What follows belongs to an exercise in optimizing a design on an open flow for a short achievable clock period and few clock cycles; a production flow would make more cautious choices. In this exercise RTL edits were held to simulation tests only and were not proved equivalent to the original. Power is estimated from default activity; no workload was simulated.

Design riscv_core, start of the top module:
module riscv_core (
    input  logic        clk,
    input  logic        rst_n,
    output logic [31:0] imem_addr,
    input  logic [31:0] imem_rdata,
    output logic [64:0] dmem_req,
    input  logic [31:0] dmem_rdata,
    output logic        halted,
    output logic [31:0] instret
);
==> flow/config.mk <==
export PLATFORM = sky130hd
export DESIGN_NAME = riscv_core
export DESIGN_NICKNAME = riscv_core
export VERILOG_FILES = /design/flow/design.v
export SDC_FILE = /design/flow/constraint.sdc
export NUM_CORES = 4
export LEC_CHECK = 0
export CAP_MARGIN = 20
export CORE_MARGIN = 2
export CORE_UTILIZATION = 40
export SLEW_MARGIN = 20
==> flow/constraint.sdc <==
create_clock -name core_clock -period 11.0 [get_ports {clk}]
set_input_delay 2.2000 -clock core_clock [delete_from_list [all_inputs] [get_ports {clk}]]
set_output_delay 2.2000 -clock core_clock [all_outputs]
set_load 0.01 [all_outputs]
standard.sh (not shown) runs the stock make flow with config.mk's settings and CLKGATE_MAP_FILE= SYNTH_SCRIPT=/design/flow/synth_recipe.tcl, a recipe that flattens the netlist after the stock synthesis.
==> flow/flow/run.sh <==
#!/bin/bash
# The standard layout (standard.sh) with these changes:
#  - synthesis: synth_recipe.tcl unchanged except that ORFS's final ABC
#    mapping call runs flow/abc_delay.script (strash; dch; map; sizing)
#    instead of abc_speed.script, whose area recovery turns the design's
#    prefix adders into chains of maj3 cells;
#  - ADDER_MAP_FILE empty: no full/half adder cell extraction, for the same
#    reason;
#  - SETUP_SLACK_MARGIN 8: timing repair keeps working on paths well inside
#    the 11 ns clock.
# Registers, their names and cell types, the SDC, clock period and I/O
# constraints are the standard flow's. Each tool's log stays in orfs/logs.
set -uo pipefail
here=$PWD
{
  head -1 synth_recipe.tcl
  cat <<'TCL'
proc abc {args} {
  set i [lsearch -exact $args -script]
  if {$i >= 0} { set args [lreplace $args $i [expr {$i + 1}] -script $::env(MY_ABC_SCRIPT)] }
  yosys abc {*}$args
}
TCL
  tail -n +2 synth_recipe.tcl
} > my_synth.tcl
export MY_ABC_SCRIPT=$here/flow/abc_delay.script
sed "s#SYNTH_SCRIPT=[^ ]*#SYNTH_SCRIPT=$here/my_synth.tcl#" standard.sh > my_standard.sh
grep -q "SYNTH_SCRIPT=$here/my_synth.tcl" my_standard.sh || { echo "could not set synthesis script"; exit 1; }
bash my_standard.sh ADDER_MAP_FILE= SETUP_SLACK_MARGIN=8 finish > flow_make.log 2>&1
status=$?
exit $status
==> flow/flow/abc_delay.script <==
strash
dch
map
buffer -c
topo
stime -c
upsize -c
dnsize -c
Testbench counts at the start, summed over its fixed seeds: cycles 47,385.
==> next run, changes <==
--- a/flow/design.v
+++ b/flow/design.v
@@ -118,42 +118,46 @@
     input  logic        clk,
     input  logic        rst_n,
     output logic [31:0] imem_addr,
     input  logic [31:0] imem_rdata,
     output logic [64:0] dmem_req,
     input  logic [31:0] dmem_rdata,
     output logic        halted,
     output logic [31:0] instret
 );
     logic [31:0] pc_q;
     logic        halted_q;
     logic [31:0] instret_q;
+    logic [31:0] pc_out;
+    logic [31:0] instret_out;
     logic [31:0] rf [1:31];
     logic        lk_v;
     logic [4:0]  lk_rd;
     logic [31:0] lk_val;
     logic        e_valid;
     logic        e_ld, e_st, e_br, e_jalr, e_halt, e_link;
     logic        e_wr;
     logic [4:0]  e_rd;
     logic        e_ne, e_pred, e_jp;
     logic        s_add, s_sub, s_sll, s_slt, s_xor, s_srl, s_sra, s_or, s_and;
-    logic [31:0] e_a, e_op2, e_bv;
+    logic [31:0] e_a, e_bv, e_imm;
+    logic        e_useimm;
     logic        e_jal;
     logic [31:0] e_pc, e_pc4, e_off, e_lkv;
     logic        m_valid;
     logic        m_ld;
     logic [4:0]  m_rd;
     logic [31:0] m_res;
     logic [31:0] m_wdata;
+    logic [31:0] m_addr;
     logic        m_st;
     logic        rp_q;
     logic [31:0] rp_pc_q;
     logic [31:0] ins;
     logic [6:0]  opc;
     logic [4:0]  rs1, rs2, rd;
     logic [2:0]  f3;
     logic        f_op, f_opi, f_ld, f_st, f_br, f_jal, f_jalr, f_halt;
     logic        use1, use2, f_wr, f_imm;
     logic [31:0] imm_i, imm_s;
     assign ins  = imem_rdata;
     assign opc  = ins[6:0];
@@ -216,25 +220,25 @@
     assign m2e = e_valid && e_wr && (rs2 == e_rd);
     assign m2m = m_valid && (rs2 == m_rd);
     logic [31:0] wb, fwd1, fwd2;
     assign wb   = m_ld ? dmem_rdata : m_res;
     assign fwd1 = m1e ? alu : (m1m ? wb : rv1);
     assign fwd2 = m2e ? alu : (m2m ? wb : rv2);
     logic stall;
     assign stall = e_valid && e_ld && ((use1 && m1e) || (use2 && m2e));
     logic [31:0] a, op2, bv, sum, diff;
     logic        slt, taken, redirect;
     logic [31:0] redir_pc;
     assign a   = e_a;
-    assign op2 = e_op2;
+    assign op2 = e_useimm ? e_imm : e_bv;
     assign bv  = e_bv;
     logic c_sum, c_diff;
     ks_add #(.W(32)) u_sum  (.a(a), .b(op2),  .cin(1'b0), .s(sum),  .cout(c_sum));
     ks_add #(.W(32)) u_diff (.a(a), .b(~op2), .cin(1'b1), .s(diff), .cout(c_diff));
     assign slt  = (a[31] != op2[31]) ? a[31] : diff[31];
     assign alu = ({32{s_add}}  & sum) |
                  ({32{s_sub}}  & diff) |
                  ({32{s_sll}}  & (a << op2[4:0])) |
                  ({32{s_slt}}  & {31'd0, slt}) |
                  ({32{s_xor}}  & (a ^ op2)) |
                  ({32{s_srl}}  & (a >> op2[4:0])) |
                  ({32{s_sra}}  & 32'($signed(a) >>> op2[4:0])) |
@@ -261,24 +265,32 @@
     assign sel_r = !redir_any && jp;
     assign sel_o = redir_any || !(pred_j || pred_b || jp);
     assign pc_d  = ({32{sel_j}} & tgt_j) | ({32{sel_b}} & tgt_b) |
                    ({32{sel_r}} & tgt_r) | ({32{sel_o}} & pc_o);
     always_ff @(posedge clk) begin
         if (!rst_n) begin
             pc_q <= 32'd0;
         end else begin
             pc_q <= pc_d;
         end
     end
     always_ff @(posedge clk) begin
+        if (!rst_n || halted_q) begin
+            pc_out <= 32'd0;
+        end else begin
+            pc_out <= pc_d;
+        end
+        instret_out <= instret_q;
+    end
+    always_ff @(posedge clk) begin
         if (!rst_n) begin
             rp_q <= 1'b0;
         end else begin
             rp_q <= stall && !halted_q;
         end
         rp_pc_q <= pc_q;
     end
     always_ff @(posedge clk) begin
         if (!rst_n) begin
             e_valid   <= 1'b0;
             m_valid   <= 1'b0;
             m_st      <= 1'b0;
@@ -319,36 +331,40 @@
         s_add    <= (f_op && ((f3 == 3'b000 && !ins[30]) || f3 == 3'b011)) ||
                     (f_opi && (f3 == 3'b000 || f3 == 3'b011)) || f_ld || f_st;
         s_sub    <= f_op && f3 == 3'b000 && ins[30];
         s_sll    <= (f_op || f_opi) && f3 == 3'b001;
         s_slt    <= (f_op || f_opi) && f3 == 3'b010;
         s_xor    <= (f_op || f_opi) && f3 == 3'b100;
         s_srl    <= (f_op && f3 == 3'b101 && !ins[30]) || (f_opi && f3 == 3'b101);
         s_sra    <= f_op && f3 == 3'b101 && ins[30];
         s_or     <= (f_op || f_opi) && f3 == 3'b110;
         s_and    <= (f_op || f_opi) && f3 == 3'b111;
         e_a      <= fwd1;
         e_bv     <= fwd2;
-        e_op2    <= f_imm ? (f_st ? imm_s : imm_i) : fwd2;
+        e_imm    <= f_st ? imm_s : imm_i;
+        e_useimm <= f_imm;
         e_pc     <= pc_q;
         e_pc4    <= pc4;
         e_lkv    <= lk_val;
         e_off    <= f_jal ? {{11{ins[31]}}, ins[31], ins[19:12], ins[20], ins[30:21], 1'b0}
                           : {{19{ins[31]}}, ins[31], ins[7], ins[30:25], ins[11:8], 1'b0};
     end
     always_ff @(posedge clk) begin
         m_ld    <= e_ld;
         m_rd    <= e_rd;
         m_res   <= alu;
+    end
+    always_ff @(posedge clk) begin
+        m_addr  <= sum;
         m_wdata <= bv;
     end
     always_ff @(posedge clk) begin
         if (m_valid) begin
             rf[m_rd] <= wb;
         end
     end
-    assign imem_addr = pc_q;
-    assign dmem_req  = {m_res, m_wdata, m_st};
+    assign imem_addr = pc_out;
+    assign dmem_req  = {m_addr, m_wdata, m_st};
     assign halted    = halted_q;
-    assign instret   = instret_q;
+    assign instret   = instret_out;
 endmodule
 `default_nettype wire
The new run ran to the end with no violations. Clock skew climbs by 18 ps. Global-route usage is higher by 0.63 points. Final cell count went up by 3.1%. Register-to-register slack is worse by 20 ps. Wire length came out higher by 4.1%. Final area increases by 6.4%. Fmax drops by about 3.4%. Area after synthesis climbs by about 3.3%. Die area came out higher by about 3.3%. Clock-buffer cell count is higher by 3. Clock power rose by about 3%. Hold slack improves by 7.8 ps. Setup slack got worse by 130 ps.
Testbench counts after the change, summed over its fixed seeds: cycles 47,385.

==> what the ideal ports hide <==
The flow's constraints put no driver on any port. The routed layouts listed below were extracted and timed again, unchanged, in two steps.
Step 1 (the two cells are an assumption about what drives the block):
set clk [get_ports {clk}]
set_driving_cell -lib_cell sky130_fd_sc_hd__clkbuf_16 $clk
set_driving_cell -lib_cell sky130_fd_sc_hd__buf_2 [delete_from_list [all_inputs] $clk]
Step 2 adds t to the input delays and takes it off the output delays; t is the mean of the earliest and latest rising clock arrival at the registers after step 1. Input paths then give back, and output paths get back, about the clock's delay inside the block.
Three values: no drivers, after step 1, after step 2; two values: the first two.
| run | t, ns | slack for setup (ns) | worst data-port slew with drivers (ns) |
|---|---|---|---|
| the first run | 0.919 | 7.297 / 7.045 / 6.126 | 0.56 |
| the second run | 0.943 | 7.169 / 6.967 / 6.025 | 0.47 |
After both steps setup and hold are still met in every run listed. For the first run, which loses most, drivers alone change the setup slack by -0.252 ns; drivers and shift together by -1.171 ns.
